Source: an optimization exercise on an open RTL-to-GDS flow (aim: small area). Production flows keep margins and buffers that such runs may drop. RTL that was checked went through simulation tests only; none was proved equivalent to the original. Function not checked in runs 1, 7 and 8: the RTL went through the layout flow alone. Power figures rest on the tool's default switching activity, not on a simulated workload. The flow treats the clock pin as an ideal source, which a real chip does not have.

File: design/flow/standard.sh
#!/bin/bash
# synth_recipe.tcl (not shown) runs the flow's synth.tcl, then flattens the netlist and writes it again
# the make line also repeats each setting of config.mk as NAME=value (left out here)
make -C /OpenROAD-flow-scripts/flow DESIGN_CONFIG=/design/flow/config.mk WORK_HOME=/design/flow/orfs CLKGATE_MAP_FILE= SYNTH_SCRIPT=/design/flow/synth_recipe.tcl "${@:-finish}"
File: design/flow/flow/downsize_nor.tcl
# Synthesis gives the read tree's 4- and 3-input NORs double drive strength;
# start them at the smallest size and let the repair steps size up where needed.
set ndown 0
foreach inst [[ord::get_db_block] getInsts] {
  set m [[$inst getMaster] getName]
  if {[regexp {^(sky130_fd_sc_hd__nor[34])_2$} $m -> base]} {
    replace_cell [$inst getName] ${base}_1
    incr ndown
  }
}
puts "downsize_nor.tcl: $ndown cells downsized"
File: design/flow/design.v
package imem_loader_pkg;
   localparam logic [31:0] NOP_INSTR = 32'h0000_0013;   
   localparam int unsigned HDR_BYTES = 2;
endpackage
module imem_array (
   input  logic        clk,
   input  logic [2:0]  c3,          
   input  logic [4:0]  c5,          
   input  logic [3:0]  t,           
   input  logic [1:0]  u,           
   input  logic        q15,         
   input  logic        q16,         
   input  logic [3:0]  lane_got,    
   input  logic [15:0] p_we,        
   input  logic [7:0]  wbyte,
   input  logic [5:0]  ridx,        
   input  logic [3:0]  latest,      
   input  logic        rd_en,       
   output logic [31:0] rdata   
);
   logic [7:0]   p    [16];
   logic [119:0] ring [16];
   logic         t_lo, t_hi;
   assign t_lo = (t == 4'd0);
   assign t_hi = (t == 4'd14);
   logic [2:0]  m3, p3;
   logic [4:0]  m5, p5;
   logic [14:0] posq;
   logic [3:0]  cls;
   always_comb begin
      m3 = '0;
      m5 = '0;
      for (int v = 0; v < 16; v++) begin
         if (ridx[5:2] == 4'(v)) begin
            m3[v % 3] = 1'b1;
            m5[v % 5] = 1'b1;
         end
      end
      for (int i = 0; i < 3; i++) begin
         p3[i] = 1'b0;
         for (int k = 0; k < 3; k++) p3[i] = p3[i] | (m3[k] & c3[(i - k + 3) % 3]);
      end
      for (int i = 0; i < 5; i++) begin
         p5[i] = 1'b0;
         for (int k = 0; k < 5; k++) p5[i] = p5[i] | (m5[k] & c5[(i - k + 5) % 5]);
      end
      for (int q = 0; q < 15; q++)
         posq[q] = p3[q % 3] & p5[q % 5];
      for (int k = 0; k < 4; k++) begin
         cls[k]    = (ridx[1:0] == 2'(k));
      end
   end
   genvar j, r;
   generate
      for (j = 0; j < 4; j++) begin : g_lane
         logic [63:0] sn;
         imem_rd_sel u_sel (.cls_ring(cls & ~latest), .cls_p(cls & latest), .posq(posq), .sn(sn));
         for (r = 0; r < 4; r++) begin : g_cls
            localparam int K = j * 4 + r;
            logic older;   
            logic wr;
            assign older = lane_got[j] ? (u < 2'(r)) : (u <= 2'(r));   
            assign wr    = (older ? t_lo : t_hi) & ~(q16 | (q15 & ~older));
            logic [7:0] ring_in;   
            for (genvar b = 0; b < 8; b++) begin : g_wr
               imem_a22o u_wr (.a1(wr), .a2(p[K][b]), .b1(~wr), .b2(ring[K][112 + b]), .y(ring_in[b]));
            end
            always_ff @(posedge clk) begin
               if (p_we[K]) p[K] <= wbyte;
               ring[K] <= {ring[K][111:0], ring_in};
            end
         end
         for (genvar b = 0; b < 8; b++) begin : g_bit
            logic [63:0] d;
            for (genvar k = 0; k < 64; k++) begin : g_d
               if (k % 16 == 15) assign d[k] = p[j*4 + k/16][b];
               else              assign d[k] = ring[j*4 + k/16][8*(k%16) + b];
            end
            if ((8*j + b) == 0 || (8*j + b) == 1 || (8*j + b) == 4) begin : g_one
               imem_rd_bit #(.EN(1'b0)) u_rd (.sn(sn), .d(d), .en(rd_en), .y(rdata[8*j + b]));
            end else begin : g_zero
               imem_rd_bit #(.EN(1'b1)) u_rd (.sn(sn), .d(d), .en(rd_en), .y(rdata[8*j + b]));
            end
         end
      end
   endgenerate
endmodule
module imem_rd_bit #(
   parameter bit EN = 1'b0
) (
   input  logic [63:0] sn,
   input  logic [63:0] d,
   input  logic        en,
   output logic        y
);
   logic [31:0] l1;   
   logic [7:0]  l2;   
   logic [1:0]  l3;   
   for (genvar k = 0; k < 32; k++) begin : g_l1
      imem_o22ai u (.a1(sn[2*k]), .a2(d[2*k]), .b1(sn[2*k+1]), .b2(d[2*k+1]), .y(l1[k]));
   end
   for (genvar k = 0; k < 8; k++) begin : g_l2
      imem_nor4 u (.a(l1[4*k]), .b(l1[4*k+1]), .c(l1[4*k+2]), .d(l1[4*k+3]), .y(l2[k]));
   end
   for (genvar k = 0; k < 2; k++) begin : g_l3
      imem_nand4 u (.a(l2[4*k]), .b(l2[4*k+1]), .c(l2[4*k+2]), .d(l2[4*k+3]), .y(l3[k]));
   end
   if (EN) begin : g_en
      imem_nor3 u (.a(l3[0]), .b(l3[1]), .c(~en), .y(y));
   end else begin : g_one
      imem_o21ai u (.a1(l3[0]), .a2(l3[1]), .b1(en), .y(y));
   end
endmodule
module imem_rd_sel (
   input  logic [3:0]  cls_ring,   
   input  logic [3:0]  cls_p,      
   input  logic [14:0] posq,
   output logic [63:0] sn
);
   for (genvar k = 0; k < 64; k++) begin : g_sn
      if (k % 16 == 15) begin : g_p
         assign sn[k] = ~cls_p[k / 16];
      end else begin : g_ring
         imem_nand2 u (.a(cls_ring[k / 16]), .b(posq[k % 16]), .y(sn[k]));
      end
   end
endmodule
module imem_nand2 (input logic a, b, output logic y);
   assign y = ~(a & b);
endmodule
module imem_a22o (input logic a1, a2, b1, b2, output logic y);
   assign y = (a1 & a2) | (b1 & b2);
endmodule
module imem_o22ai (input logic a1, a2, b1, b2, output logic y);
   assign y = ~((a1 | a2) & (b1 | b2));
endmodule
module imem_nor4 (input logic a, b, c, d, output logic y);
   assign y = ~(a | b | c | d);
endmodule
module imem_nand4 (input logic a, b, c, d, output logic y);
   assign y = ~(a & b & c & d);
endmodule
module imem_nor3 (input logic a, b, c, output logic y);
   assign y = ~(a | b | c);
endmodule
module imem_o21ai (input logic a1, a2, b1, output logic y);
   assign y = ~((a1 | a2) & b1);
endmodule
module imem_loader #(
   parameter int DEPTH = 64,
   parameter int AW    = $clog2(DEPTH)
) (
   input  logic          clk,
   input  logic          reset,
   input  logic [7:0]    rx_data,
   input  logic          rx_valid,
   output logic          rx_ready,
   input  logic [31:0]   PC,
   output logic [31:0]   Instr,
   output logic          cpu_reset,
   output logic          load_done,
   output logic          load_err,
   output logic [AW:0]   words_loaded
);
   logic        hi, dat, done, err;
   logic [7:0]  lo;
   logic [6:0]  widx;
   logic [1:0]  bsel;
   logic [2:0]  c3;
   logic [4:0]  c5;
   logic [3:0]  t;
   logic        xfer, wcomp, inc_q;
   logic [15:0] hdr;
   logic [15:0] p_we;
   logic [3:0]  lane_got;
   logic [5:0]  ridx;
   logic        in_range;
   logic        lat_hi, lat_lo;
   logic [3:0]  latest;
   logic [31:0] rdata;
   logic        unused_pc;
   assign rx_ready  = ~(done | err);
   assign cpu_reset = ~done;
   assign load_done = done;
   assign load_err  = err;
   assign words_loaded = widx;
   assign xfer  = rx_valid & rx_ready;
   assign hdr   = {rx_data, lo};
   assign wcomp = xfer & dat & (bsel == 2'd3);
   assign inc_q = wcomp & (widx[1:0] == 2'd3);
   always_comb begin
      for (int k = 0; k < 16; k++)
         p_we[k] = xfer & dat & (bsel == 2'(k / 4)) & (widx[1:0] == 2'(k % 4));
      for (int k = 0; k < 4; k++)
         lane_got[k] = (bsel > 2'(k));
   end
   always_ff @(posedge clk or posedge reset) begin
      if (reset) begin
         hi   <= 1'b0;
         dat  <= 1'b0;
         done <= 1'b0;
         err  <= 1'b0;
         widx <= '0;
         bsel <= '0;
         c3   <= 3'b001;
         c5   <= 5'b00001;
         t    <= '0;
      end else begin
         c3 <= {c3[1:0], c3[2]};
         c5 <= {c5[3:0], c5[4]};
         if (inc_q) t <= (t >= 4'd13) ? t - 4'd13 : t + 4'd2;
         else       t <= (t == 4'd14) ? 4'd0 : t + 4'd1;
         if (xfer) begin
            if (!hi && !dat) begin
               if (!done && !err) hi <= 1'b1;
            end else if (hi) begin
               hi <= 1'b0;
               if (hdr == 16'd0)          done <= 1'b1;
               else if (hdr > 16'(DEPTH)) err  <= 1'b1;
               else                       dat  <= 1'b1;
            end else begin
               bsel <= bsel + 2'd1;
               if (bsel == 2'd3) begin
                  widx <= widx + 7'd1;
                  if (widx + 7'd1 == lo[6:0]) begin
                     dat  <= 1'b0;
                     done <= 1'b1;
                  end
               end
            end
         end
      end
   end
   always_ff @(posedge clk) begin
      if (xfer && !hi && !dat && !done && !err) lo <= rx_data;
   end
   assign ridx     = PC[AW+1:2];
   assign in_range = (PC[31:AW+2] == '0) && ({1'b0, ridx} < widx);
   assign lat_hi = (ridx[5:2] == widx[5:2]);
   assign lat_lo = (ridx[5:2] == widx[5:2] - 4'd1);
   always_comb begin
      for (int k = 0; k < 4; k++)
         latest[k] = (2'(k) < widx[1:0]) ? lat_hi : lat_lo;
   end
   imem_array u_array (
      .clk      (clk),
      .c3       (c3),
      .c5       (c5),
      .t        (t),
      .u        (widx[1:0]),
      .q15      (widx[6:2] == 5'd15),
      .q16      (widx[6]),
      .lane_got (lane_got),
      .p_we     (p_we),
      .wbyte    (rx_data),
      .ridx     (ridx),
      .latest   (latest),
      .rd_en    (done & in_range),
      .rdata    (rdata)
   );
   assign Instr     = rdata;   
   assign unused_pc = &{1'b0, PC[1:0]};
endmodule
File: design/flow/flow/pre_gpl.tcl
# Output ports get the smallest buffer here; global_place.tcl then buffers the
# inputs (BUFFER_PORTS_ARGS), which fan out to several gates, with buf_2.
buffer_ports -outputs -buffer_cell sky130_fd_sc_hd__buf_1
File: design/flow/config.mk
export PLATFORM = sky130hd
export DESIGN_NAME = imem_loader
export DESIGN_NICKNAME = imem_loader
export VERILOG_FILES = /design/flow/design.v
export SDC_FILE = /design/flow/constraint.sdc
export NUM_CORES = 4
export LEC_CHECK = 0
export CAP_MARGIN = 20
export CORE_MARGIN = 2
export CORE_UTILIZATION = 80
export SETUP_SLACK_MARGIN = 0.1
export SLEW_MARGIN = 20
export SYNTH_HIERARCHICAL = 1
export SYNTH_MINIMUM_KEEP_SIZE = 0
File: design/flow/flow/run.sh
#!/bin/bash
# Own layout flow: the standard ORFS flow (standard.sh) with a few options
# changed through make variables and step hooks. Each tool's full log stays under
# orfs/logs/; make's own output goes to standard.log here.
#  - downsize_nor.tcl (after synthesis): read-tree NOR gates start at drive 1.
#  - pre_gpl.tcl + BUFFER_PORTS_ARGS: small port buffers (buf_1 out, buf_2 in).
#  - CTS_ARGS: clkbuf_16 only, larger sink clusters, no dummy loads.
set -uo pipefail
cd "$(dirname "$0")/.."
F=$(pwd)/flow
bash standard.sh \
  POST_SYNTH_TCL=$F/downsize_nor.tcl \
  PRE_GLOBAL_PLACE_TCL=$F/pre_gpl.tcl \
  BUFFER_PORTS_ARGS="-inputs -buffer_cell sky130_fd_sc_hd__buf_2" \
  CTS_ARGS="-sink_clustering_enable -repair_clock_nets -dont_use_dummy_load -sink_clustering_size 30 -sink_clustering_max_diameter 100 -buf_list sky130_fd_sc_hd__clkbuf_16" \
  finish > standard.log 2>&1
File: design/flow/constraint.sdc
create_clock -name core_clock -period 8.0 [get_ports {clk}]
set_input_delay 1.6000 -clock core_clock [delete_from_list [all_inputs] [get_ports {clk}]]
set_output_delay 1.6000 -clock core_clock [all_outputs]
set_load 0.01 [all_outputs]
==> run notes, run 1 <==
* Outcome: no timing/DRC/antenna violations
* Placed cell area at between 0.05 and 0.06 mm²
* Worst R2R Start: widx[2]$_DFFE_PP0P_
* Congestion Overflow GR at 0
* GRT Total Usage at 0.424
* CP startpoint kind: input pin
* CP startpoint: PC[4]
* First-pass GRT wire length at 235000 µm
* Clock Skews at ~54 ps
* Area grow syn2layout at 6.64%
* GR met1 Demand/Resource at 0.562
* CTS buffer count at 79
* Initial antenna violation count at 14
* Core area at 0.0701 mm²
* Die Height at about 270 µm
* Die X at ~270 µm
* Max Slew Vio Count at 0
* Final WL at about 160000 µm
* Endpoints failing setup at 0
* Final Non-Filler Cells at between 5k and 6k
* Class of the worst hold path: flip-flop to flip-flop
* Pwr/cell area at 255 mW/mm²
* Max-Cap Viols at 0
* Number of global-route vias before repair at ~39k
* Peak VDD IR at around 0.27 mV
* Routed len/inst at ~29 µm
* Slew @ Worst Pin at roughly 1200 ps
* Post-CTS Hold Buffers at 0
* Worst endpoint data arrival time at 6110 ps
* DR vias/cell at 7.28
* Critical Path RT at 6400 ps
* Row cnt at 97
* Worst skew pair latency at roughly 690 ps
* Worst setup path class: input pin to primary output
* Critical path destination: Instr[8]
* Synth Instances at 4278
* Synth warnings at 12
* Fmax at 130 MHz
* H-tree depth at 3
* Min cycle time layout at around 7700 ps
* LEAKAGE at 23.1 nW
* Mapped cell area at about 0.057 mm²
* Die area at around 0.073 mm²
* Placed cell count at between 5k and 6k
* DR DRC count at 0
* R2r setup slk at 4760 ps
* Clock buffer depth at 3
* Crit end category: primary output
* Initial Util at 0.808
* GR peak layer: met2
* CTS Root Cell: clkbuf_16
* Share of layout cells above drive strength 1 at 0.0494
* Largest net degree at the start of global routing at 46
* I/O Pins at 86
* Final TNS setup at 0 ps
* Dpl hpwl at just under 100000 µm
* Power Total at about 15 mW
* Final instance area at approximately 0.06 mm²
* R2R Path End: u_array.ring[8][2]$_DFF_P_
* Met3 Track Usage GR at 0.0997
* Post-CTS setup buffer count at 0
* Number of DRC markers in iteration 0 at approximately 5.0k
* R2R depth at 9
* Hold Fails Final Rpt at 0
* Hold slack at between 200 and 300 ps
* Final worst path period share at 0.964
* Max FO, Critical Path at 45
* Syn_area_per_cell at between 10 and 15 µm²
* Reg clk slew, reported paths at ~110 ps
* First-pass iteration count of the detailed router at 8
* Max transition margin at 0.177
* Unrepaired setup endpoints after global routing: false
* Routed vias at approximately 39k
* Routability cong. at roughly 0.89
* TritonCTS clock tree: done
* Port bufs at a little over 80
* Antenna-violating nets left at 0
* Clock Sinks at 2081
* NumNets Final at 4497
* Global routing usage on met2 at 0.655
* Post_cts resized at 0
critical path: stages:
cell	delay, ps
buf_2	410
ha_1	330
or4_1	610
o21ai_0	380
nor3b_4	180
buf_4	310
nand2_1	460
o22ai_1	160
nor4_1	600
nand4_1	350
nor3_1	640
state kept, by name, indices dropped and copies added, names as in the netlist:
register,cells
bsel,2
dat,1
c5,5
err,1
hi,1
u_array.ring,1920
t,4
lo,8
c3,3
done,1
u_array.p,128
widx,7
layout by cell type (no fill, tap or decap), types with 5 or more instances in the layout:
cell type and count:
dfrtp_1 23, nand2_1 260, mux2i_1 25, buf_2 40, clkbuf_16 79, o21ai_0 17, nand4_1 71, nor4_1 263
nand3_1 14, a21oi_1 13, buf_4 50, edfxtp_1 136, diode_2 8, and2_1 7, o22ai_1 1029, xor2_1 7
dfxtp_1 1920, inv_1 86, or2_2 17, and3_1 15, nand2b_1 13, nor2_1 24, xnor2_1 16, nor3_1 44
ha_1 22, a22o_1 131, nand3b_1 5
per-stage QoR:
stage / utilization / setup slack [ps]
CTS: 0.861 / 576
floorplan: - / 1400
global route: 0.862 / 220
finish: 0.862 / 289
detailed placement: 0.833 / 634
global placement: 0.833 / 526
how the worst min path moves through the flow:
stage / depth (start not counted) / slack (ps) / startpoint / end
6_report: 0 / 290 / u_array.ring[8][39]$_DFF_P_ / u_array.ring[8][47]$_DFF_P_
5_1_grt: 0 / 300 / u_array.ring[8][39]$_DFF_P_ / u_array.ring[8][47]$_DFF_P_
4_1_cts: 0 / 300 / u_array.ring[8][39]$_DFF_P_ / u_array.ring[8][47]$_DFF_P_
3_5_place_dp: 0 / 330 / u_array.ring[6][100]$_DFF_P_ / u_array.ring[6][108]$_DFF_P_
3_3_place_gp: 0 / 330 / u_array.ring[11][37]$_DFF_P_ / u_array.ring[11][45]$_DFF_P_
2_1_floorplan: 0 / 330 / u_array.ring[0][96]$_DFF_P_ / u_array.ring[0][104]$_DFF_P_
per-layer routing:
layer	share of wire	up-vias	wire length [µm]
met1	0.38	19000	59300
li1	-	16600	-
met2	0.45	2852	70900
met5	0.00035	-	56
met4	0.064	8	10100
met3	0.11	649	17500
power breakdown:
group          internal, mW  switching [mW]  total, mW  leakage [nW]
clock                  1.79            2.93       4.72         0.974
sequential             10.5          0.0176       10.5          17.0
combinational        0.0637           0.166      0.230          5.13
cell type report:
type / instances / area (µm²)
Antenna cell: 8 / 20.0
Clock buffer: 79 / 1980
Fill cell: 3344 / 9700
Inverter: 88 / 330
Multi-Input combinational cell: 2091 / 13200
Sequential cell: 2081 / 43100
Tap cell: 940 / 1180
Timing Repair Buffer: 91 / 591
==> inputs of run 2 (changes only) <==
--- a/design/flow/design.v
+++ b/design/flow/design.v
@@ -18,2 +18,3 @@
    input  logic        rd_en,       
+   input  logic        rd_en_n,     
    output logic [31:0] rdata   
@@ -81,3 +82,3 @@
             end else begin : g_zero
-               imem_rd_bit #(.EN(1'b1)) u_rd (.sn(sn), .d(d), .en(rd_en), .y(rdata[8*j + b]));
+               imem_rd_bit #(.EN(1'b1)) u_rd (.sn(sn), .d(d), .en(rd_en_n), .y(rdata[8*j + b]));
             end
@@ -108,3 +109,3 @@
    if (EN) begin : g_en
-      imem_nor3 u (.a(l3[0]), .b(l3[1]), .c(~en), .y(y));
+      imem_nor3 u (.a(l3[0]), .b(l3[1]), .c(en), .y(y));
    end else begin : g_one
@@ -258,2 +259,3 @@
       .rd_en    (done & in_range),
+      .rd_en_n  (~(done & in_range)),
       .rdata    (rdata)
--- a/design/flow/flow/run.sh
+++ b/design/flow/flow/run.sh
@@ -5,3 +5,3 @@
 #  - downsize_nor.tcl (after synthesis): read-tree NOR gates start at drive 1.
-#  - pre_gpl.tcl + BUFFER_PORTS_ARGS: small port buffers (buf_1 out, buf_2 in).
+#  - BUFFER_PORTS_ARGS + post_gpl.tcl: small port buffers (buf_2 in, buf_1 out).
 #  - CTS_ARGS: clkbuf_16 only, larger sink clusters, no dummy loads.
@@ -12,4 +12,4 @@
   POST_SYNTH_TCL=$F/downsize_nor.tcl \
-  PRE_GLOBAL_PLACE_TCL=$F/pre_gpl.tcl \
-  BUFFER_PORTS_ARGS="-inputs -buffer_cell sky130_fd_sc_hd__buf_2" \
+  BUFFER_PORTS_ARGS="-buffer_cell sky130_fd_sc_hd__buf_2" \
+  POST_GLOBAL_PLACE_TCL=$F/post_gpl.tcl \
   CTS_ARGS="-sink_clustering_enable -repair_clock_nets -dont_use_dummy_load -sink_clustering_size 30 -sink_clustering_max_diameter 100 -buf_list sky130_fd_sc_hd__clkbuf_16" \
==> design/flow/flow/post_gpl.tcl (new file) <==
# Port buffers are buf_2 (BUFFER_PORTS_ARGS); the output ones, which drive only
# the port, are switched to buf_1 here. Later repair steps size up if needed.
set n 0
foreach inst [[ord::get_db_block] getInsts] {
  if {[string match output* [$inst getName]] &&
      [[$inst getMaster] getName] eq "sky130_fd_sc_hd__buf_2"} {
    replace_cell [$inst getName] sky130_fd_sc_hd__buf_1
    incr n
  }
}
puts "post_gpl.tcl: $n output buffers set to buf_1"
--- a/design/flow/config.mk
+++ b/design/flow/config.mk
@@ -9,4 +9,4 @@
 export CORE_MARGIN = 2
-export CORE_UTILIZATION = 80
-export SETUP_SLACK_MARGIN = 0.1
+export CORE_UTILIZATION = 85
+export SETUP_SLACK_MARGIN = 0.3
 export SLEW_MARGIN = 20
removed: design/flow/flow/pre_gpl.tcl
==> run notes, run 2 <==
* First-pass GRT wire length at 256000 µm (+8.7%)
* Routed len/inst at 33.1 µm (+13%)
* R2R Path End: u_array.ring[5][5]$_DFF_P_
* Post-layout util at 0.918 (+0.0566)
* Worst setup path class: input pin to primary output
* Clock buffer depth at 3 (unchanged)
* Number of flip-flops in the largest register at 1920 (unchanged)
* Row cnt at 94 (-3.1%)
* Synth Instances at 4251 (-0.63%)
* R2r setup slk at 4620 ps (-140 ps)
* Clock Sinks at 2081 (unchanged)
* H-tree depth at 3 (unchanged)
* Dpl hpwl at 101000 µm (+3.3%)
* Port bufs at 83 (unchanged)
* Final worst path period share at 0.952 (-0.0122)
* Class of the worst hold path: flip-flop to flip-flop
* Worst R2R Start: widx[6]$_DFFE_PP0P_
* CP startpoint: PC[7]
* Syn_area_per_cell at 13.3 µm² (+0.37%)
* GRT Total Usage at 0.503 (+0.0790)
* Die area at 0.0686 mm² (-6.0%)
* Max Slew Vio Count at 0 (unchanged)
* Congestion Overflow GR at 0 (unchanged)
* LEAKAGE at 23.0 nW (-0.17%)
* Slew @ Worst Pin at 1220 ps (-12.8 ps)
* Min-delay src: u_array.ring[3][49]$_DFF_P_
* CP max stage cell: nor4_1
* First-pass iteration count of the detailed router at 9 (+1)
* Cell family with most CP delay: simple AND/OR/NAND/NOR gates
* Initial antenna violation count at 9 (-5)
* Critical Path RT at 6400 ps (about the same)
* Min cycle time layout at 7610 ps (-97.7 ps)
* Final TNS setup at 0 ps (unchanged)
* Core area at 0.0657 mm² (-6.3%)
* Routed vias at 42.3k (+8.0%)
* CTS buffer count at 79 (unchanged)
* Die Height at 262 µm (-3.1%)
* Synth warnings at 12 (unchanged)
* DR DRC count at 0 (unchanged)
* Outcome: no timing/DRC/antenna violations
* CTS Root Cell: clkbuf_16
* Crit end category: primary output
* Clock Skews at 58.2 ps (+4.68 ps)
* WP depth at 13 (+2)
* R2R depth at 7 (-2)
* Crit-path cells: clkbuf_4 > mux2_1 > a21oi_1 > o221ai_1 > a211oi_2 > nor2_2 > buf_4 > nand2_1 > o22ai_1 > nor4_1 > nand4_1 > nor3_1 > buf_1
* I/O Pins at 86 (unchanged)
* Critical path buffers and inverters at 3 (+1)
* Hold Fails Final Rpt at 0 (unchanged)
* Area grow syn2layout at 6.79%
* Mapped cell area at 0.0565 mm² (-0.26%)
* Reg clk slew, reported paths at 110 ps (about the same)
* Regs by FF count: u_array.ring (1920), u_array.p (128), lo (8)
* Max-Cap Viols at 0 (unchanged)
* Antenna-violating nets left at 0 (unchanged)
* Number of global-route vias before repair at 41.4k (+7.2%)
* Final WL at 176000 µm (+11%)
* Most frequent cells in the layout: dfxtp_1, o22ai_1, nand2_1
* Pwr/cell area at 260 mW/mm² (+1.8%)
* Share of layout cells above drive strength 1 at 0.0489 (-0.000551)
* TritonCTS clock tree: done
* Worst skew pair latency at 680 ps (about the same)
* Initial Util at 0.860 (+0.0518)
* Die X at 262 µm (-3.1%)
* Unrepaired setup endpoints after global routing: false
* Placed cell count at 5223 (-1.3%)
* Number of DRC markers in iteration 0 at 7192 (+43%)
* Largest net degree at the start of global routing at 61 (+33%)
* DR vias/cell at 7.95 (+9.3%)
* CP startpoint kind: input pin
* Peak VDD IR at 0.249 mV (-8.2%)
* Critical path destination: Instr[5]
* Worst endpoint data arrival time at 6010 ps (-100 ps)
* Max FO, Critical Path at 27 (-40%)
* Endpoints failing setup at 0 (unchanged)
* Max transition margin at 0.185 (+0.00851)
* Most common cell after layout, fill and taps aside: dfxtp_1
* Largest register by flop count: u_array.ring
* Fmax at 131 MHz (+1.3%)
* Final Non-Filler Cells at 5317 (-1.1%)
* Critical Path Max Stage Delay at 780 ps (+140 ps)
* Post-CTS setup buffer count at 0 (unchanged)
* NumNets Final at 4506 (+0.20%)
[run 2: cell count changes in the layout (fill, tap and decap cells not counted), moves of 4 or more]
| cell | before | now |
|---|---|---|
| inv_1 | 86 | 55 |
| xnor2_1 | 16 | 21 |
| nor3_1 | 44 | 40 |
| buf_4 | 50 | 43 |
| diode_2 | 8 | 14 |
| a21oi_1 | 13 | 17 |
| buf_1 | 0 | 43 |
| nand2_1 | 260 | 271 |
[run 2: layer usage]
| metal | part of all wire | wire (µm) | global-route usage |
|---|---|---|---|
| met1 | 0.33 | 58900 | 0.622 |
| met4 | 0.087 | 15400 | 0.326 |
| met2 | 0.44 | 76900 | 0.763 |
| met5 | 0.00022 | 39 | 0.00694 |
| met3 | 0.14 | 24700 | 0.168 |
[run 2: worst register-to-register path: stages (launching register included)]
cell	delay, ps
dfrtp_1	830
nor3b_1	800
nor2_1	140
buf_4	270
mux2i_1	210
or2_1	420
inv_1	280
a22o_1	330
[run 2: final cells by class]
cell class,instances,area (µm²)
Inverter,57,214
Fill cell,2290,5370
Tap cell,864,1080
Sequential cell,2081,43100
Timing Repair Buffer,128,721
Multi-Input combinational cell,2094,13200
Clock buffer,79,1980
Antenna cell,14,35.0
[run 2: what timing repair did]
item | in CTS | in global routing
endpoints found under the setup margin | 2 | 30
gates resized for setup | 2 | 8
hold buffers | 0 | 0
[run 2: worst min path at each step]
stage | slack, ps | depth (start not counted) | to
after floorplan | 330 | 0 | u_array.ring[0][104]$_DFF_P_
after global placement | 330 | 0 | u_array.ring[10][63]$_DFF_P_
after detailed placement | 330 | 0 | u_array.ring[3][91]$_DFF_P_
after CTS | 310 | 0 | u_array.ring[3][57]$_DFF_P_
after global routing | 310 | 0 | u_array.ring[3][57]$_DFF_P_
final | 300 | 0 | u_array.ring[3][57]$_DFF_P_
[run 2: metrics by stage]
step	instance area, µm²	hold slack, ps	setup slack [ps]	power [mW]
6_report	60400	303	387	15.7
5_1_grt	60300	308	377	15.9
4_1_cts	60300	306	452	15.6
3_5_place_dp	58300	335	540	11.1
3_3_place_gp	58300	332	687	11.1
2_1_floorplan	56600	331	1440	11.0
[run 2: power breakdown]
group	switching [mW]	internal, mW	leakage [nW]
Clock	2.99	1.79	0.974
Sequential	0.0468	10.5	17.0
Combinational	0.275	0.114	5.11
Total	3.31	12.4	23.0
==> inputs of run 3 (changes only) <==
--- a/design/flow/config.mk
+++ b/design/flow/config.mk
@@ -9,3 +9,4 @@
 export CORE_MARGIN = 2
-export CORE_UTILIZATION = 85
+export CORE_UTILIZATION = 80
+export GPL_TIMING_DRIVEN = 0
 export SETUP_SLACK_MARGIN = 0.3
==> run notes, run 3 <==
* Hold Fails Final Rpt at 0 (unchanged)
* DR DRC count at 0 (unchanged)
* Worst R2R Start: widx[4]$_DFFE_PP0P_
* Min cycle time layout at 7590 ps (-24.5 ps)
* Post-route setup slack at 412 ps (+24.5 ps)
* R2R depth at 8 (+1)
* Pwr/cell area at 257 mW/mm² (-1.3%)
* Hold Path Sink: u_array.ring[14][98]$_DFF_P_
* P_int at 12.4 mW (about the same)
* Post-CTS setup buffer count at 0 (unchanged)
* Worst skew pair latency at 670 ps (about the same)
* CTS Root Cell: clkbuf_16
* Initial antenna violation count at 7 (-2)
* Largest register by flop count: u_array.ring
* Die X at 270 µm (+3.0%)
* Hold Path Stages at 0 (unchanged)
* Outcome: no timing/DRC/antenna violations
* Power Total at 15.6 mW (-0.67%)
* Unrepaired setup endpoints after global routing: false
* Crit end category: primary output
* Syn_area_per_cell at 13.3 µm² (unchanged)
* Endpoints failing setup at 0 (unchanged)
* Critical Path RT at 6400 ps (about the same)
* GRT Total Usage at 0.408 (-0.0951)
* TritonCTS clock tree: done
* Initial Util at 0.807 (-0.0526)
* I/O Pins at 86 (unchanged)
* Crit-path cells: buf_2 > buf_4 > buf_2 > nand2b_1 > o2bb2ai_1 > a221oi_1 > nand3_1 > and2_2 > buf_12 > nand2_1 > o22ai_1 > nor4_1 > nand4_1 > nor3_1 > buf_1
* Reg clk slew, reported paths at 110 ps (about the same)
* Post-layout util at 0.868 (-0.0503)
* Regs by FF count: u_array.ring (1920), u_array.p (128), lo (8)
* Most frequent cells in the layout: dfxtp_1, o22ai_1, nand2_1
* Worst setup path class: input pin to primary output
* CP max stage cell: a221oi_1
* Setup slack after placement at 592 ps (+51.9 ps)
* Class of the worst hold path: flip-flop to flip-flop
* First-pass GRT wire length at 226000 µm (-12%)
* Final worst path period share at 0.949 (-0.00307)
* Share of layout cells above drive strength 1 at 0.0493 (+0.000406)
* Max-Cap Viols at 0 (unchanged)
* Die area at 0.0728 mm² (+6.2%)
* R2R Path End: u_array.ring[5][1]$_DFF_P_
* Number of flip-flops in the largest register at 1920 (unchanged)
* H-tree depth at 3 (unchanged)
* Peak VDD IR at 0.245 mV (-1.9%)
* Max Slew Vio Count at 0 (unchanged)
* Clock Skews at 42.2 ps (-16.0 ps)
* Mapped cell area at 0.0565 mm² (unchanged)
* LEAKAGE at 23.2 nW (+0.46%)
* NumNets Final at 4510 (+0.089%)
* Fmax at 132 MHz (+0.32%)
* Min-delay src: u_array.ring[14][90]$_DFF_P_
* DR vias/cell at 7.18 (-9.7%)
* Most common cell after layout, fill and taps aside: dfxtp_1
* Max transition margin at 0.243 (+0.0577)
* Antenna-violating nets left at 0 (unchanged)
* Number of global-route vias before repair at 37.4k (-9.7%)
* Layout filler cell count at 3300 (+44%)
* Clock Sinks at 2081 (unchanged)
* CP startpoint kind: input pin
* Largest net degree at the start of global routing at 32 (-48%)
* R2r setup slk at 4820 ps (+200 ps)
* Congestion Overflow GR at 0 (unchanged)
* Critical Path Max Stage Delay at 630 ps (-150 ps)
* Dpl hpwl at 97400 µm (-3.9%)
* Number of DRC markers in iteration 0 at 4846 (-33%)
* Sw Pwr at 3.20 mW (-3.3%)
* Synth Instances at 4251 (unchanged)
* Clock buffer depth at 3 (unchanged)
* Slew @ Worst Pin at 1140 ps (-86.5 ps)
* Routed vias at 38.7k (-8.5%)
* Row cnt at 97 (+3.2%)
* Cell mode on critical path: buf_2
* Clock share of power at 0.302 (-0.003)
* Routed len/inst at 28.4 µm (-14%)
* Max FO, Critical Path at 12 (-56%)
* Hold slack at 316 ps (+13.9 ps)
* CTS buffer count at 79 (unchanged)
* Combinational group share of total power at 0.024 (about the same)
* Sequential share of power at 0.674 (+0.003)
* Port bufs at 83 (unchanged)
* Final WL at 153000 µm (-13%)
* Area grow syn2layout at 7.51%
* Core area at 0.0700 mm² (+6.5%)
* Die Height at 270 µm (+3.0%)
* Sw Share at 0.205 (-0.00553)
* First-pass iteration count of the detailed router at 9 (unchanged)
* Synth warnings at 12 (unchanged)
* Worst endpoint data arrival time at 5990 ps (-20 ps)
## run 3: timing repair
item | 4_1_cts | 5_1_grt
resized for setup | 0 | 1
hold buffers | 0 | 0
setup endpoints to repair | 0 | 6
## run 3: per-stage QoR
step | area, µm² | cells | setup TNS, ps
2_1_floorplan | 56600 | 4254 | 0
3_3_place_gp | 58200 | 5277 | -48420
3_5_place_dp | 58800 | 5304 | 0
4_1_cts | 60800 | 5383 | 0
5_1_grt | 60800 | 5383 | 0
6_report | 60800 | 5388 | 0
## run 3: area by class of cell
class                      count  area [µm²]  area share
buffer                        22         138     0.00226
timing repair buffer         110         923      0.0152
clock buffer                  79        1980      0.0325
tap                          940        1180      0.0194
antenna                        5        12.5    0.000206
sequential                  2081       43100       0.710
multi-input combinational   2094       13200       0.217
inverter                      57         214     0.00352
## run 3: how the worst max path moves through the flow
stage | cells past startpoint | slack (ps) | from | end
after floorplan | 10 | 1440 | PC[4] | Instr[0]
after global placement | 13 | -1770 | PC[5] | Instr[21]
after detailed placement | 14 | 590 | PC[6] | Instr[25]
after CTS | 14 | 460 | PC[6] | Instr[25]
after global routing | 15 | 380 | PC[5] | Instr[21]
final | 15 | 410 | PC[5] | Instr[25]
## run 3: layer usage
metal / global-route usage / vias up / share of wire
met3: 0.0985 / 544 / 0.11
met2: 0.622 / 2688 / 0.44
met1: 0.554 / 18800 / 0.39
li1: - / 16600 / -
met5: 0 / - / 0.00026
met4: 0.202 / 6 / 0.056
## run 3: worst max-delay path, delay by kind of cell
kind                   cells  cell delay, ps
AND/OR/NAND/NOR            7            2410
AO/OA/AOI/OAI              3             920
buffers and inverters      5            1020
## run 3: power by group through the flow
stage / clock (mW) / combinational, mW / sequential, mW
floorplan: 0 / 0.202 / 10.7
global placement: 0 / 0.320 / 10.8
detailed placement: 0 / 0.352 / 10.8
CTS: 4.68 / 0.357 / 10.5
global route: 5.01 / 0.394 / 10.5
finish: 4.70 / 0.373 / 10.5
==> inputs of run 4 (changes only) <==
--- a/design/flow/config.mk
+++ b/design/flow/config.mk
@@ -10,3 +10,2 @@
 export CORE_UTILIZATION = 80
-export GPL_TIMING_DRIVEN = 0
 export SETUP_SLACK_MARGIN = 0.3
==> run notes, run 4 <==
* Cell family with most CP delay: simple AND/OR/NAND/NOR gates
* Largest register by flop count: u_array.ring
* Final Non-Filler Cells at 5385 (-0.056%)
* Fmax at 130 MHz (-1.3%)
* R2R depth at 8 (unchanged)
* Worst setup path class: input pin to primary output
* Initial Util at 0.807 (unchanged)
* CTS buffer count at 79 (unchanged)
* Most frequent cells in the layout: dfxtp_1, o22ai_1, nand2_1
* Outcome: no timing/DRC/antenna violations
* Congestion Overflow GR at 0 (unchanged)
* Most common cell after layout, fill and taps aside: dfxtp_1
* Critical Path RT at 6400 ps (about the same)
* Mapped cell area at 0.0565 mm² (unchanged)
* Worst R2R Start: widx[5]$_DFFE_PP0P_
* Max FO, Critical Path at 29 (+17)
* GR met1 Demand/Resource at 0.561 (+0.00721)
* Peak VDD IR at 0.231 mV (-5.7%)
* Number of flip-flops in the largest register at 1920 (unchanged)
* Final WL at 150000 µm (-1.7%)
* Worst skew pair latency at 670 ps (about the same)
* Number of DRC markers in iteration 0 at 5169 (+6.7%)
* Post-CTS Hold Buffers at 0 (unchanged)
* H-tree depth at 3 (unchanged)
* Worst endpoint data arrival time at 6090 ps (+100 ps)
* Core area at 0.0700 mm² (unchanged)
* Crit end category: primary output
* CTS Root Cell: clkbuf_16
* GR peak layer: met2
* Row cnt at 97 (unchanged)
* Class of the worst hold path: flip-flop to flip-flop
* Routed vias at 38.2k (-1.3%)
* Share of layout cells above drive strength 1 at 0.0486 (-0.000653)
* Layout filler cell count at 3365 (+2.0%)
* Hold Path Sink: u_array.ring[3][110]$_DFF_P_
* Min cycle time layout at 7690 ps (+98.2 ps)
* Synth Instances at 4251 (unchanged)
* Regs by FF count: u_array.ring (1920), u_array.p (128), lo (8)
* Critical path buffers and inverters at 3 (-2)
* Pwr/cell area at 258 mW/mm² (+0.66%)
* Port bufs at 83 (unchanged)
* CP startpoint kind: input pin
* Final worst path period share at 0.961 (+0.0123)
* I/O Pins at 86 (unchanged)
* Die X at 270 µm (unchanged)
* DR vias/cell at 7.09 (-1.2%)
* Final TNS setup at 0 ps (unchanged)
* Die Height at 270 µm (unchanged)
* Area grow syn2layout at 6.90%
* Crit-path cells: buf_2 > xnor2_2 > o2bb2ai_1 > a221oi_1 > nand3_1 > and2_1 > buf_4 > nand2_1 > o22ai_1 > nor4_1 > nand4_1 > nor3_1 > buf_1
* Synth warnings at 12 (unchanged)
* Clock Skews at 57.7 ps (+15.5 ps)
* Sequential Area at 0.0431 mm² (unchanged)
* Max transition margin at 0.166 (-0.0770)
* LEAKAGE at 23.0 nW (-0.49%)
* NumNets Final at 4508 (-0.044%)
* Clock Sinks at 2081 (unchanged)
* TritonCTS clock tree: done
* Largest net degree at the start of global routing at 61 (+91%)
* Number of global-route vias before repair at 37.5k (+0.39%)
* Die area at 0.0728 mm² (unchanged)
* Post_cts resized at 0 (unchanged)
* Antenna-violating nets left at 0 (unchanged)
* Max Slew Vio Count at 0 (unchanged)
* Post-CTS setup buffer count at 0 (unchanged)
* Dpl hpwl at 93800 µm (-3.7%)
* Multi-input logic area at 0.0132 mm² (about the same)
* Slew @ Worst Pin at 1250 ps (+116 ps)
* Power Total at 15.6 mW (about the same)
* WP depth at 13 (-2)
* Reg clk slew, reported paths at 110 ps (about the same)
* Hold Path Stages at 0 (unchanged)
* Initial antenna violation count at 7 (unchanged)
* R2R Path End: u_array.ring[5][1]$_DFF_P_
* Min-delay src: u_array.ring[3][102]$_DFF_P_
* R2r setup slk at 4740 ps (-80 ps)
* Global routing usage on met2 at 0.625 (+0.00326)
* Hold Fails Final Rpt at 0 (unchanged)
* CP max stage cell: a221oi_1
* GRT Total Usage at 0.405 (-0.00313)
* Max-Cap Viols at 0 (unchanged)
* Endpoints failing setup at 0 (unchanged)
* First-pass iteration count of the detailed router at 6 (-3)
* Met3 Track Usage GR at 0.0793 (-0.0192)
* Unrepaired setup endpoints after global routing: false
* Clock buffer depth at 3 (unchanged)
* Placed cell count at 5302 (-0.038%)
* Syn_area_per_cell at 13.3 µm² (unchanged)
* Routed len/inst at 27.9 µm (-1.6%)
* DR DRC count at 0 (unchanged)
* Critical Path Max Stage Delay at 610 ps (-20 ps)
* First-pass GRT wire length at 225000 µm (-0.57%)
## run 4: area by class of cell
class                           count  area share
Inverter                           57     0.00354
Multi-Input combinational cell   2094       0.218
Sequential cell                  2081       0.714
Antenna cell                        4    0.000166
Clock buffer                       79      0.0327
Tap cell                          940      0.0195
Timing Repair Buffer              130      0.0118
## run 4: worst max-delay path by stage
| stage | start | to |
|---|---|---|
| 4_1_cts | PC[5] | Instr[18] |
| 5_1_grt | PC[6] | Instr[3] |
| 3_3_place_gp | PC[5] | Instr[23] |
| 3_5_place_dp | PC[5] | Instr[18] |
| 2_1_floorplan | PC[4] | Instr[0] |
| 6_report | PC[5] | Instr[20] |
## run 4: report_power, final
group | total [mW] | switching, mW | internal, mW
Sequential | 10.5 | 0.0426 | 10.5
Combinational | 0.356 | 0.246 | 0.109
Clock | 4.73 | 2.94 | 1.79
Total | 15.6 | 3.22 | 12.4
## run 4: stage by stage
step                      hold slack, ps  utilization  cell area, µm²  worst slack [ps]
final                                297        0.863           60400               313
after detailed placement             335        0.834           58400               556
after global placement               331        0.835           58500               631
after CTS                            300        0.863           60400               518
after floorplan                      331            -           56600              1440
after global routing                 299        0.863           60400               321
## run 4: metal layers
layer / vias up / wire [µm]
met5: - / 11
met4: 2 / 7790
met3: 449 / 16000
met2: 2515 / 67400
met1: 18600 / 59100
li1: 16600 / -
==> inputs of run 5 (changes only) <==
--- a/design/flow/config.mk
+++ b/design/flow/config.mk
@@ -7,3 +7,3 @@
 export LEC_CHECK = 0
-export CAP_MARGIN = 20
+export CAP_MARGIN = 5
 export CORE_MARGIN = 2
@@ -11,3 +11,3 @@
 export SETUP_SLACK_MARGIN = 0.3
-export SLEW_MARGIN = 20
+export SLEW_MARGIN = 5
 export SYNTH_HIERARCHICAL = 1
==> run notes, run 5 <==
* Worst skew pair latency at 670 ps (about the same)
* Synth Instances at 4251 (unchanged)
* Clock Sinks at 2081 (unchanged)
* Hold Path Stages at 0 (unchanged)
* GRT Total Usage at 0.405 (unchanged)
* Final TNS setup at 0 ps (unchanged)
* DR vias/cell at 7.11 (+0.30%)
* LEAKAGE at 23.0 nW (about the same)
* Endpoints failing setup at 0 (unchanged)
* Die X at 270 µm (unchanged)
* Outcome: no timing/DRC/antenna violations
* Share of layout cells above drive strength 1 at 0.0486 (about the same)
* First-pass iteration count of the detailed router at 8 (+2)
* DR DRC count at 0 (unchanged)
* CTS buffer count at 79 (unchanged)
* Die area at 0.0728 mm² (unchanged)
* Critical Path RT at 6400 ps (about the same)
* First-pass GRT wire length at 225000 µm (unchanged)
* Max FO, Critical Path at 29 (unchanged)
* Min cycle time layout at 7690 ps (+0.00600 ps)
* Initial antenna violation count at 7 (unchanged)
* Pwr/cell area at 258 mW/mm² (about the same)
* Initial Util at 0.807 (unchanged)
* Area grow syn2layout at 6.90% (unchanged)
* Regs by FF count: u_array.ring (1920), u_array.p (128), lo (8)
* Post-CTS Hold Buffers at 0 (unchanged)
* R2R Path End: u_array.ring[1][3]$_DFF_P_
* Dpl hpwl at 93800 µm (unchanged)
* H-tree depth at 3 (unchanged)
* Slew @ Worst Pin at 1250 ps (+3.01 ps)
* Routed vias at 38.3k (+0.32%)
* CP startpoint kind: input pin
* Largest register by flop count: u_array.ring
* Crit end category: primary output
* Max-Cap Viols at 0 (unchanged)
* Die Height at 270 µm (unchanged)
* Max Slew Vio Count at 0 (unchanged)
* Worst endpoint data arrival time at 6090 ps (about the same)
* Number of global-route vias before repair at 37.5k (unchanged)
* Class of the worst hold path: flip-flop to flip-flop
* R2R depth at 8 (unchanged)
* I/O Pins at 86 (unchanged)
* CTS Root Cell: clkbuf_16
* TritonCTS clock tree: done
* Syn_area_per_cell at 13.3 µm² (unchanged)
* Clock buffer depth at 3 (unchanged)
* Reg clk slew, reported paths at 110 ps (about the same)
* Row cnt at 97 (unchanged)
* R2r setup slk at 4730 ps (about the same)
* Peak VDD IR at 0.229 mV (-0.71%)
* Congestion Overflow GR at 0 (unchanged)
* Post-CTS setup buffer count at 0 (unchanged)
* NumNets Final at 4509 (+0.022%)
* Min-delay src: u_array.ring[3][102]$_DFF_P_
* Most common cell after layout, fill and taps aside: dfxtp_1
* Final worst path period share at 0.961 (about the same)
* Most frequent cells in the layout: dfxtp_1, o22ai_1, nand2_1
* Hold Path Sink: u_array.ring[3][110]$_DFF_P_
* Largest net degree at the start of global routing at 61 (unchanged)
* Worst R2R Start: widx[5]$_DFFE_PP0P_
* Routed len/inst at 27.9 µm (+0.13%)
* Hold Fails Final Rpt at 0 (unchanged)
* Unrepaired setup endpoints after global routing: false
* Number of DRC markers in iteration 0 at 5020 (-2.9%)
* Port bufs at 83 (unchanged)
* Worst setup path class: input pin to primary output
* Power Total at 15.6 mW (about the same)
* Fmax at 130 MHz (unchanged)
* Clock Skews at 57.7 ps (-0.00300 ps)
* Post_cts resized at 0 (unchanged)
* Max transition margin at 0.164 (-0.00200)
* Core area at 0.0700 mm² (unchanged)
* Synth warnings at 12 (unchanged)
* Antenna-violating nets left at 0 (unchanged)
* Mapped cell area at 0.0565 mm² (unchanged)
* Final WL at 151000 µm (+0.15%)
* Number of flip-flops in the largest register at 1920 (unchanged)
-- run 5: per-stage QoR --
stage	setup slack [ps]	instances	instance area [µm²]	util	hold WS [ps]
6_report	313	5386	60400	0.863	298
5_1_grt	321	5383	60400	0.863	299
4_1_cts	518	5381	60400	0.863	300
3_5_place_dp	556	5302	58400	0.834	335
3_3_place_gp	631	5302	58500	0.835	331
2_1_floorplan	1440	4254	56600	-	331
-- run 5: worst max path at each step --
stage / slack, ps / from / cells after the start / endpoint
after CTS: 520 / PC[5] / 13 / Instr[18]
final: 310 / PC[5] / 13 / Instr[20]
after global routing: 320 / PC[6] / 13 / Instr[3]
after detailed placement: 560 / PC[5] / 13 / Instr[18]
after floorplan: 1440 / PC[4] / 10 / Instr[0]
after global placement: 630 / PC[5] / 13 / Instr[23]
-- run 5: layout make-up --
class                           count  area, µm²
Multi-Input combinational cell   2094      13200
Sequential cell                  2081      43100
Clock buffer                       79       1980
Tap cell                          940       1180
Fill cell                        3368       9600
Antenna cell                        4       10.0
Inverter                           57        214
Timing Repair Buffer              131        719
-- run 5: metal layers --
metal  up-vias  track usage  routed length [µm]
li1      16700            -                   -
met5         -            0                  11
met2      2604        0.625               67400
met4         2        0.187                8030
met1     18600        0.561               58800
met3       472       0.0793               16300
-- run 5: worst max-delay path: stages --
cell and delay, ps:
buf_2 460, xnor2_2 250, o2bb2ai_1 210, a221oi_1 610, nand3_1 180, and2_1 610
buf_4 380, nand2_1 280, o22ai_1 130, nor4_1 580, nand4_1 270, nor3_1 320
buf_1 180
-- run 5: report_power, final --
part | switching, mW | leakage, nW | internal [mW]
logic | 0.246 | 5.10 | 0.109
clock network | 2.94 | 0.974 | 1.79
registers | 0.0422 | 17.0 | 10.5
total | 3.23 | 23.0 | 12.4
==> inputs of run 6 (changes only) <==
--- a/design/flow/flow/run.sh
+++ b/design/flow/flow/run.sh
@@ -14,3 +14,3 @@
   POST_GLOBAL_PLACE_TCL=$F/post_gpl.tcl \
-  CTS_ARGS="-sink_clustering_enable -repair_clock_nets -dont_use_dummy_load -sink_clustering_size 30 -sink_clustering_max_diameter 100 -buf_list sky130_fd_sc_hd__clkbuf_16" \
+  CTS_ARGS="-sink_clustering_enable -repair_clock_nets -dont_use_dummy_load -sink_clustering_size 35 -sink_clustering_max_diameter 60 -buf_list sky130_fd_sc_hd__clkbuf_16" \
   finish > standard.log 2>&1
--- a/design/flow/config.mk
+++ b/design/flow/config.mk
@@ -7,7 +7,7 @@
 export LEC_CHECK = 0
-export CAP_MARGIN = 5
+export CAP_MARGIN = 20
 export CORE_MARGIN = 2
 export CORE_UTILIZATION = 80
-export SETUP_SLACK_MARGIN = 0.3
-export SLEW_MARGIN = 5
+export SETUP_SLACK_MARGIN = 0.1
+export SLEW_MARGIN = 20
 export SYNTH_HIERARCHICAL = 1
==> run notes, run 6 <==
* Class of the worst hold path: flip-flop to flip-flop
* Antenna-violating nets left at 0 (unchanged)
* H-tree depth at 3 (unchanged)
* Fmax at 130 MHz (-0.45%)
* Min-delay src: u_array.ring[1][24]$_DFF_P_
* Port bufs at 83 (unchanged)
* Setup slack after placement at 630 ps (+74.1 ps)
* Clock share of power at 0.304 (about the same)
* Min cycle time layout at 7720 ps (+34.5 ps)
* Outcome: no timing/DRC/antenna violations
* Dpl hpwl at 93300 µm (-0.49%)
* CTS Root Cell: clkbuf_16
* Number of global-route vias before repair at 37.4k (-0.43%)
* Final TNS setup at 0 ps (unchanged)
* Sequential share of power at 0.673 (about the same)
* CP startpoint kind: input pin
* R2R depth at 7 (-1)
* Final WL at 150000 µm (-0.48%)
* Clock Skews at 64.3 ps (+6.57 ps)
* R2R Path End: u_array.ring[5][6]$_DFF_P_
* P_int at 12.4 mW (+0.36%)
* Routed len/inst at 27.8 µm (-0.49%)
* Most frequent cells in the layout: dfxtp_1, o22ai_1, nand2_1
* Share of layout cells above drive strength 1 at 0.0484 (-0.000214)
* Post-CTS setup buffer count at 0 (unchanged)
* Critical path destination: Instr[14]
* Worst setup path class: input pin to primary output
* Post_cts resized at 0 (unchanged)
* Final Non-Filler Cells at 5387 (+0.019%)
* Worst skew pair latency at 680 ps (about the same)
* Routed vias at 38.5k (+0.55%)
* Hold Fails Final Rpt at 0 (unchanged)
* TritonCTS clock tree: done
* R2r setup slk at 4340 ps (-390 ps)
* Number of flip-flops in the largest register at 1920 (unchanged)
* Die area at 0.0728 mm² (unchanged)
* Die X at 270 µm (unchanged)
* Clock Sinks at 2081 (unchanged)
* Clock buffer depth at 3 (unchanged)
* Combinational group share of total power at 0.023 (about the same)
* First-pass iteration count of the detailed router at 6 (-2)
* Row cnt at 97 (unchanged)
* GRT Total Usage at 0.401 (-0.00339)
* First-pass GRT wire length at 223000 µm (-0.79%)
* Max Slew Vio Count at 0 (unchanged)
* Hold Path Stages at 0 (unchanged)
* Max-Cap Viols at 0 (unchanged)
* Layout filler cell count at 3298 (-2.1%)
* Initial Util at 0.807 (unchanged)
* Synth warnings at 12 (unchanged)
* CTS buffer count at 81 (+2.5%)
* CP startpoint: PC[5]
* Crit end category: primary output
* Worst endpoint data arrival time at 6120 ps (+30 ps)
* Post-route setup slack at 279 ps (-34.5 ps)
* Peak VDD IR at 0.239 mV (+4.2%)
* Mapped cell area at 0.0565 mm² (unchanged)
* Placed cell count at 5299 (-0.057%)
* Congestion Overflow GR at 0 (unchanged)
* DR vias/cell at 7.15 (+0.53%)
* Hold slack at 308 ps (+9.49 ps)
* Area grow syn2layout at 6.98% (about the same)
* DR DRC count at 0 (unchanged)
* Largest net degree at the start of global routing at 61 (unchanged)
* Syn_area_per_cell at 13.3 µm² (unchanged)
* Most common cell after layout, fill and taps aside: dfxtp_1
* Critical Path RT at 6400 ps (about the same)
* Pwr/cell area at 259 mW/mm² (about the same)
* Endpoints failing setup at 0 (unchanged)
* Die Height at 270 µm (unchanged)
* Sw Share at 0.205 (-0.00150)
* Initial antenna violation count at 7 (unchanged)
* Regs by FF count: u_array.ring (1920), u_array.p (128), lo (8)
* NumNets Final at 4508 (-0.022%)
* Post-CTS Hold Buffers at 0 (unchanged)
* Number of DRC markers in iteration 0 at 4854 (-3.3%)
* Worst R2R Start: widx[6]$_DFFE_PP0P_
* Final worst path period share at 0.965 (+0.00431)
* Unrepaired setup endpoints after global routing: false
* Sw Pwr at 3.21 mW (-0.56%)
* Synth Instances at 4251 (unchanged)
* Reg clk slew, reported paths at 100 ps (about the same)
* Slew @ Worst Pin at 1190 ps (-62.0 ps)
* Max transition margin at 0.205 (+0.0414)
* Core area at 0.0700 mm² (unchanged)
* Max FO, Critical Path at 29 (unchanged)
* Largest register by flop count: u_array.ring
* I/O Pins at 86 (unchanged)
* LEAKAGE at 23.1 nW (about the same)
==> run 6: power by group through the flow <==
| stage | clock network [mW] | logic, mW | registers, mW |
|---|---|---|---|
| after CTS | 4.72 | 0.345 | 10.5 |
| after global routing | 5.06 | 0.385 | 10.5 |
| after floorplan | 0 | 0.202 | 10.7 |
| after detailed placement | 0 | 0.341 | 10.8 |
| final | 4.75 | 0.362 | 10.5 |
| after global placement | 0 | 0.329 | 10.8 |
==> run 6: layout make-up <==
type / instances / area (µm²) / area share
Multi-Input combinational cell: 2094 / 13200 / 0.218
Sequential cell: 2081 / 43100 / 0.713
Tap cell: 940 / 1180 / 0.0194
Timing Repair Buffer: 128 / 718 / 0.0119
Clock buffer: 81 / 2030 / 0.0335
Antenna cell: 6 / 15.0 / 0.000248
Inverter: 57 / 214 / 0.00354
==> run 6: worst min path at each step <==
stage          slack (ps)                      endpoint
3_5_place_dp          340   u_array.ring[14][9]$_DFF_P_
3_3_place_gp          330   u_array.ring[0][62]$_DFF_P_
4_1_cts               310  u_array.ring[13][59]$_DFF_P_
5_1_grt               300  u_array.ring[13][59]$_DFF_P_
6_report              310   u_array.ring[1][32]$_DFF_P_
2_1_floorplan         330  u_array.ring[0][104]$_DFF_P_
==> run 6: worst max-delay path, stage by stage <==
cell and delay [ps]:
buf_2 450, nand2b_2 300, o21ai_0 160, a221oi_1 570, nand3_1 170, and2_1 480, buf_4 380, nand2_1 330
o22ai_1 130, nor4_1 530, nand4_1 260, nor3_1 520, buf_1 200
==> run 6: per-stage QoR <==
step,util,instance area (µm²),power (mW)
after global placement,0.835,58500,11.1
after global routing,0.864,60500,16.0
after CTS,0.863,60400,15.6
after detailed placement,0.834,58400,11.1
final,0.864,60500,15.6
after floorplan,-,56600,11.0
==> run 6: metal layers <==
layer | share of wire | global-route usage | wire [µm]
met3 | 0.12 | 0.101 | 17600
met5 | 0.00020 | 0 | 30
met1 | 0.39 | 0.548 | 57800
met2 | 0.44 | 0.610 | 66300
met4 | 0.054 | 0.188 | 8060
==> inputs of run 7 (changes only) <==
--- a/design/flow/design.v
+++ b/design/flow/design.v
@@ -68,4 +68,8 @@
             end
+            logic [7:0] p_in;      
+            for (genvar b = 0; b < 8; b++) begin : g_pw
+               imem_a22o u_pw (.a1(p_we[K]), .a2(wbyte[b]), .b1(~p_we[K]), .b2(p[K][b]), .y(p_in[b]));
+            end
             always_ff @(posedge clk) begin
-               if (p_we[K]) p[K] <= wbyte;
+               p[K]    <= p_in;
                ring[K] <= {ring[K][111:0], ring_in};
--- a/design/flow/flow/run.sh
+++ b/design/flow/flow/run.sh
@@ -14,3 +14,3 @@
   POST_GLOBAL_PLACE_TCL=$F/post_gpl.tcl \
-  CTS_ARGS="-sink_clustering_enable -repair_clock_nets -dont_use_dummy_load -sink_clustering_size 35 -sink_clustering_max_diameter 60 -buf_list sky130_fd_sc_hd__clkbuf_16" \
+  CTS_ARGS="-sink_clustering_enable -repair_clock_nets -dont_use_dummy_load -sink_clustering_size 30 -sink_clustering_max_diameter 100 -buf_list sky130_fd_sc_hd__clkbuf_16" \
   finish > standard.log 2>&1
--- a/design/flow/config.mk
+++ b/design/flow/config.mk
@@ -10,3 +10,3 @@
 export CORE_UTILIZATION = 80
-export SETUP_SLACK_MARGIN = 0.1
+export SETUP_SLACK_MARGIN = 0.2
 export SLEW_MARGIN = 20
==> run notes, run 7 <==
* Mapped cell area at 0.0564 mm² (-0.27%)
* Number of global-route vias before repair at 38.7k (+3.6%)
* Max transition margin at 0.140 (-0.0650)
* Critical Path Max Stage Delay at 570 ps (about the same)
* Final worst path period share at 0.953 (-0.0118)
* Class of the worst hold path: flip-flop to flip-flop
* Synth Instances at 4373 (+2.9%)
* CP max stage cell: nor4_1
* Post-CTS Hold Buffers at 0 (unchanged)
* CTS Root Cell: clkbuf_16
* Dpl hpwl at 98100 µm (+5.1%)
* Outcome: no timing/DRC/antenna violations
* Hold Fails Final Rpt at 0 (unchanged)
* Clock Skews at 44.6 ps (-19.7 ps)
* TritonCTS clock tree: done
* First-pass iteration count of the detailed router at 6 (unchanged)
* DR vias/cell at 7.22 (+1.0%)
* Slew @ Worst Pin at 1290 ps (+94.4 ps)
* Row cnt at 97 (unchanged)
* CTS buffer count at 79 (-2.5%)
* I/O Pins at 86 (unchanged)
* Most common cell after layout, fill and taps aside: dfxtp_1
* First-pass GRT wire length at 231000 µm (+3.6%)
* Die Height at 269 µm (-0.14%)
* Clock buffer depth at 3 (unchanged)
* Critical Path RT at 6400 ps (about the same)
* Antenna-violating nets left at 0 (unchanged)
* Post_cts resized at 0 (unchanged)
* Core area at 0.0699 mm² (-0.17%)
* Setup slack after placement at 635 ps (+5.16 ps)
* Worst setup path class: input pin to primary output
* Reg clk slew, reported paths at 100 ps (about the same)
* Die X at 269 µm (-0.14%)
* Fmax at 131 MHz (+1.2%)
* Initial Util at 0.806 (-0.000818)
* Largest net degree at the start of global routing at 46 (-25%)
* Worst skew pair latency at 660 ps (-20 ps)
* Global routing usage on met2 at 0.626 (+0.0156)
* Share of layout cells above drive strength 1 at 0.0532 (+0.00479)
* Placed cell count at 5445 (+2.8%)
* Crit end category: primary output
* Max-Cap Viols at 0 (unchanged)
* Worst endpoint data arrival time at 6030 ps (-90 ps)
* LEAKAGE at 23.4 nW (+1.6%)
* Pwr/cell area at 253 mW/mm² (-2.1%)
* GR peak layer: met2
* Routed vias at 40.0k (+3.8%)
* H-tree depth at 3 (unchanged)
* Area grow syn2layout at 7.44%
* GR met1 Demand/Resource at 0.567 (+0.0183)
* Most frequent cells in the layout: dfxtp_1, o22ai_1, nand2_1
* Number of DRC markers in iteration 0 at 5120 (+5.5%)
* NumNets Final at 4653 (+3.2%)
* Unrepaired setup endpoints after global routing: false
* Crit-path cells: buf_2 > nor2b_1 > a221oi_1 > nand2_1 > a211oi_2 > buf_4 > a21oi_4 > buf_16 > nand2_1 > o22ai_1 > nor4_1 > nand4_1 > nor3_1 > buf_1
* Congestion Overflow GR at 0 (unchanged)
* Final WL at 154000 µm (+3.1%)
* Syn_area_per_cell at 12.9 µm² (-3.1%)
* Cell mode on critical path: nand2_1
* Max Slew Vio Count at 0 (unchanged)
* Number of flip-flops in the largest register at 1920 (unchanged)
* Max FO, Critical Path at 31 (+6.9%)
* Post-route setup slack at 373 ps (+94.4 ps)
* Die area at 0.0726 mm² (-0.27%)
* Largest register by flop count: u_array.ring
* Final TNS setup at 0 ps (unchanged)
* Met3 Track Usage GR at 0.102 (+0.00142)
* Port bufs at 83 (unchanged)
* Routed len/inst at 27.9 µm (+0.36%)
* GRT Total Usage at 0.413 (+0.0119)
* Clock Sinks at 2081 (unchanged)
* Regs by FF count: u_array.ring (1920), u_array.p (128), lo (8)
* Post-CTS setup buffer count at 0 (unchanged)
* DR DRC count at 0 (unchanged)
* Critical path buffers and inverters at 4 (+1)
* Cell family with most CP delay: simple AND/OR/NAND/NOR gates
* Min cycle time layout at 7630 ps (-94.4 ps)
* Synth warnings at 12 (unchanged)
* Final Non-Filler Cells at 5534 (+2.7%)
* Initial antenna violation count at 6 (-1)
* CP startpoint kind: input pin
* Endpoints failing setup at 0 (unchanged)
* Peak VDD IR at 0.253 mV (+6.2%)
[run 7: cell type report]
cell class,instances,area (µm²)
Sequential cell,2081,41900
Multi-Input combinational cell,2203,14300
Fill cell,3339,9340
Clock buffer,79,1980
Tap cell,940,1180
Timing Repair Buffer,150,946
Inverter,73,277
Antenna cell,8,20.0
[run 7: path summary, 6_finish.rpt]
kind,from,depth (start not counted),endpoint,slack (ps)
worst max-delay path,PC[6],14,Instr[5],370
worst min-delay path,u_array.ring[0][80]$_DFF_P_,0,u_array.ring[0][88]$_DFF_P_,310
worst max register to register,widx[2]$_DFFE_PP0P_,8,u_array.ring[3][6]$_DFF_P_,5090
worst min register to register,u_array.ring[0][80]$_DFF_P_,0,u_array.ring[0][88]$_DFF_P_,310
max in group asynchronous,reset,2,err$_DFFE_PP0P_,6520
min in group asynchronous,reset,2,t[2]$_DFF_PP0_,1040
[run 7: through the flow]
step	instance area [µm²]	total power, mW	util	hold WS (ps)
floorplan	56400	10.7	-	331
global placement	58500	10.8	0.838	332
detailed placement	58500	10.8	0.837	335
CTS	60500	15.3	0.865	310
global route	60600	15.7	0.866	308
finish	60600	15.3	0.866	307
[run 7: per-layer routing]
metal / wire [µm] / vias up / share of wire
met2: 68200 / 2808 / 0.44
li1: - / 17200 / -
met3: 17500 / 543 / 0.11
met4: 8290 / 10 / 0.054
met5: 92 / - / 0.00060
met1: 60300 / 19400 / 0.39
[run 7: power by group]
group	switching (mW)	internal, mW	leakage [nW]
registers	0.00533	10.4	16.9
logic	0.183	0.0706	5.59
clock network	2.91	1.79	0.974
total	3.10	12.2	23.4
[run 7: worst reg2reg max path, cell delays in order, from the launching register on]
cell and delay [ps]:
dfrtp_1 540, ha_1 330, nand3_1 140, nor2_1 70, nor2_2 610, mux2i_1 130, or2_1 420, inv_1 340
a22o_1 260
==> inputs of run 8 (changes only) <==
--- a/design/flow/config.mk
+++ b/design/flow/config.mk
@@ -10,3 +10,3 @@
 export CORE_UTILIZATION = 80
-export SETUP_SLACK_MARGIN = 0.2
+export SETUP_SLACK_MARGIN = 0.3
 export SLEW_MARGIN = 20
==> run notes, run 8 <==
* Post-CTS Hold Buffers at 0 (unchanged)
* Antenna-violating nets left at 0 (unchanged)
* CP startpoint: PC[5]
* Congestion Overflow GR at 0 (unchanged)
* Synth warnings at 12 (unchanged)
* Final Non-Filler Cells at 5529 (-0.090%)
* Synth Instances at 4373 (unchanged)
* Outcome: no timing/DRC/antenna violations
* Regs by FF count: u_array.ring (1920), u_array.p (128), lo (8)
* Final worst path period share at 0.959 (+0.00528)
* Fmax at 130 MHz (-0.55%)
* Crit end category: primary output
* Routed len/inst at 27.9 µm (about the same)
* Slew @ Worst Pin at 1290 ps (+1.33 ps)
* Unrepaired setup endpoints after global routing: false
* Post-CTS setup buffer count at 0 (unchanged)
* Post-route setup slack at 331 ps (-42.3 ps)
* Max transition margin at 0.139 (-0.000888)
* Hold slack at 307 ps (-0.596 ps)
* Number of DRC markers in iteration 0 at 4954 (-3.2%)
* Setup slack after placement at 635 ps (unchanged)
* Post-layout util at 0.866 (about the same)
* Sequential share of power at 0.677 (about the same)
* Peak VDD IR at 0.251 mV (-0.78%)
* Min cycle time layout at 7670 ps (+42.3 ps)
* LEAKAGE at 23.4 nW (about the same)
* First-pass iteration count of the detailed router at 9 (+3)
* Worst skew pair latency at 660 ps (about the same)
* Clock share of power at 0.307 (about the same)
* Final TNS setup at 0 ps (unchanged)
* Syn_area_per_cell at 12.9 µm² (unchanged)
* Pwr/cell area at 253 mW/mm² (about the same)
* Final WL at 154000 µm (-0.14%)
* Sw Pwr at 3.10 mW (about the same)
* Layout filler cell count at 3345 (+0.18%)
* Share of layout cells above drive strength 1 at 0.0534 (+0.000218)
* Core area at 0.0699 mm² (unchanged)
* Combinational group share of total power at 0.017 (about the same)
* Initial antenna violation count at 6 (unchanged)
* TritonCTS clock tree: done
* Worst setup path class: input pin to primary output
* Die Height at 269 µm (unchanged)
* CTS buffer count at 79 (unchanged)
* Clock buffer depth at 3 (unchanged)
* Post_cts resized at 0 (unchanged)
* H-tree depth at 3 (unchanged)
* P_int at 12.2 mW (about the same)
* Row cnt at 97 (unchanged)
* CTS Root Cell: clkbuf_16
* Number of global-route vias before repair at 38.7k (unchanged)
* Die area at 0.0726 mm² (unchanged)
* DR DRC count at 0 (unchanged)
* Max Slew Vio Count at 0 (unchanged)
* Clock Sinks at 2081 (unchanged)
* Most common cell after layout, fill and taps aside: dfxtp_1
* GRT Total Usage at 0.413 (unchanged)
* Reg clk slew, reported paths at 100 ps (about the same)
* Endpoints failing setup at 0 (unchanged)
* Worst R2R Start: widx[2]$_DFFE_PP0P_
* Worst endpoint data arrival time at 6070 ps (+40 ps)
* Largest net degree at the start of global routing at 46 (unchanged)
* Most frequent cells in the layout: dfxtp_1, o22ai_1, nand2_1
* Class of the worst hold path: flip-flop to flip-flop
* Sw Share at 0.202 (about the same)
* Dpl hpwl at 98100 µm (unchanged)
* Initial Util at 0.806 (unchanged)
* Min-delay src: u_array.ring[0][80]$_DFF_P_
* NumNets Final at 4653 (unchanged)
* Max FO, Critical Path at 24 (-23%)
* Die X at 269 µm (unchanged)
* Max-Cap Viols at 0 (unchanged)
* Critical Path RT at 6400 ps (about the same)
* Placed cell count at 5445 (unchanged)
* Hold Fails Final Rpt at 0 (unchanged)
* CP startpoint kind: input pin
* Clock Skews at 45.4 ps (+0.790 ps)
* Number of flip-flops in the largest register at 1920 (unchanged)
* I/O Pins at 86 (unchanged)
* Largest register by flop count: u_array.ring
* Routed vias at 40.0k (+0.063%)
* Area grow syn2layout at 7.43% (about the same)
* First-pass GRT wire length at 231000 µm (unchanged)
* Port bufs at 83 (unchanged)
* Mapped cell area at 0.0564 mm² (unchanged)
* DR vias/cell at 7.23 (+0.15%)
run 8: cell count changes in the layout (fill, tap and decap cells not counted), sizes merged:
cell   before  now
diode       8    3
run 8: cell type report:
| class | count | area [µm²] | share of cell area |
|---|---|---|---|
| Antenna cell | 3 | 7.51 | 0.000124 |
| Clock buffer | 79 | 1980 | 0.0326 |
| Inverter | 73 | 277 | 0.00457 |
| Multi-Input combinational cell | 2203 | 14300 | 0.236 |
| Sequential cell | 2081 | 41900 | 0.691 |
| Tap cell | 940 | 1180 | 0.0194 |
| Timing Repair Buffer | 150 | 946 | 0.0156 |
run 8: final timing paths:
kind                            slack (ps)  cells after the start                           to
worst min-delay path                   310                      0  u_array.ring[0][88]$_DFF_P_
worst max register to register        5060                      8   u_array.ring[3][6]$_DFF_P_
worst min register to register         310                      0  u_array.ring[0][88]$_DFF_P_
min in group asynchronous             1040                      2               t[2]$_DFF_PP0_
max in group asynchronous             6510                      2              err$_DFFE_PP0P_
worst max-delay path                   330                     12                    Instr[10]
run 8: worst max-delay path, stage by stage:
cell and delay [ps]:
buf_2 440, xnor2_1 330, a32oi_1 390, nor2b_1 130
a2111oi_4 480, nor2_4 390, nand2_1 410, o22ai_1 140
nor4_1 590, nand4_1 420, nor3_1 280, buf_1 430
run 8: power by group through the flow:
| stage | clock (mW) | sequential [mW] | combinational, mW |
|---|---|---|---|
| 3_5_place_dp | 0 | 10.6 | 0.237 |
| 6_report | 4.70 | 10.4 | 0.253 |
| 2_1_floorplan | 0 | 10.6 | 0.112 |
| 4_1_cts | 4.67 | 10.4 | 0.239 |
| 3_3_place_gp | 0 | 10.6 | 0.229 |
| 5_1_grt | 5.03 | 10.4 | 0.258 |
run 8: metal layers:
layer / track usage / routed length (µm) / up-vias
met2: 0.626 / 68200 / 2796
met3: 0.102 / 17800 / 555
met1: 0.567 / 59800 / 19400
met4: 0.193 / 8230 / 10
met5: 0 / 102 / -
li1: - / - / 17200
run 8: through the flow:
step	power, mW	cell area, µm²
finish	15.3	60600
global route	15.7	60600
CTS	15.3	60500
detailed placement	10.8	58500
global placement	10.8	58500
floorplan	10.7	56400
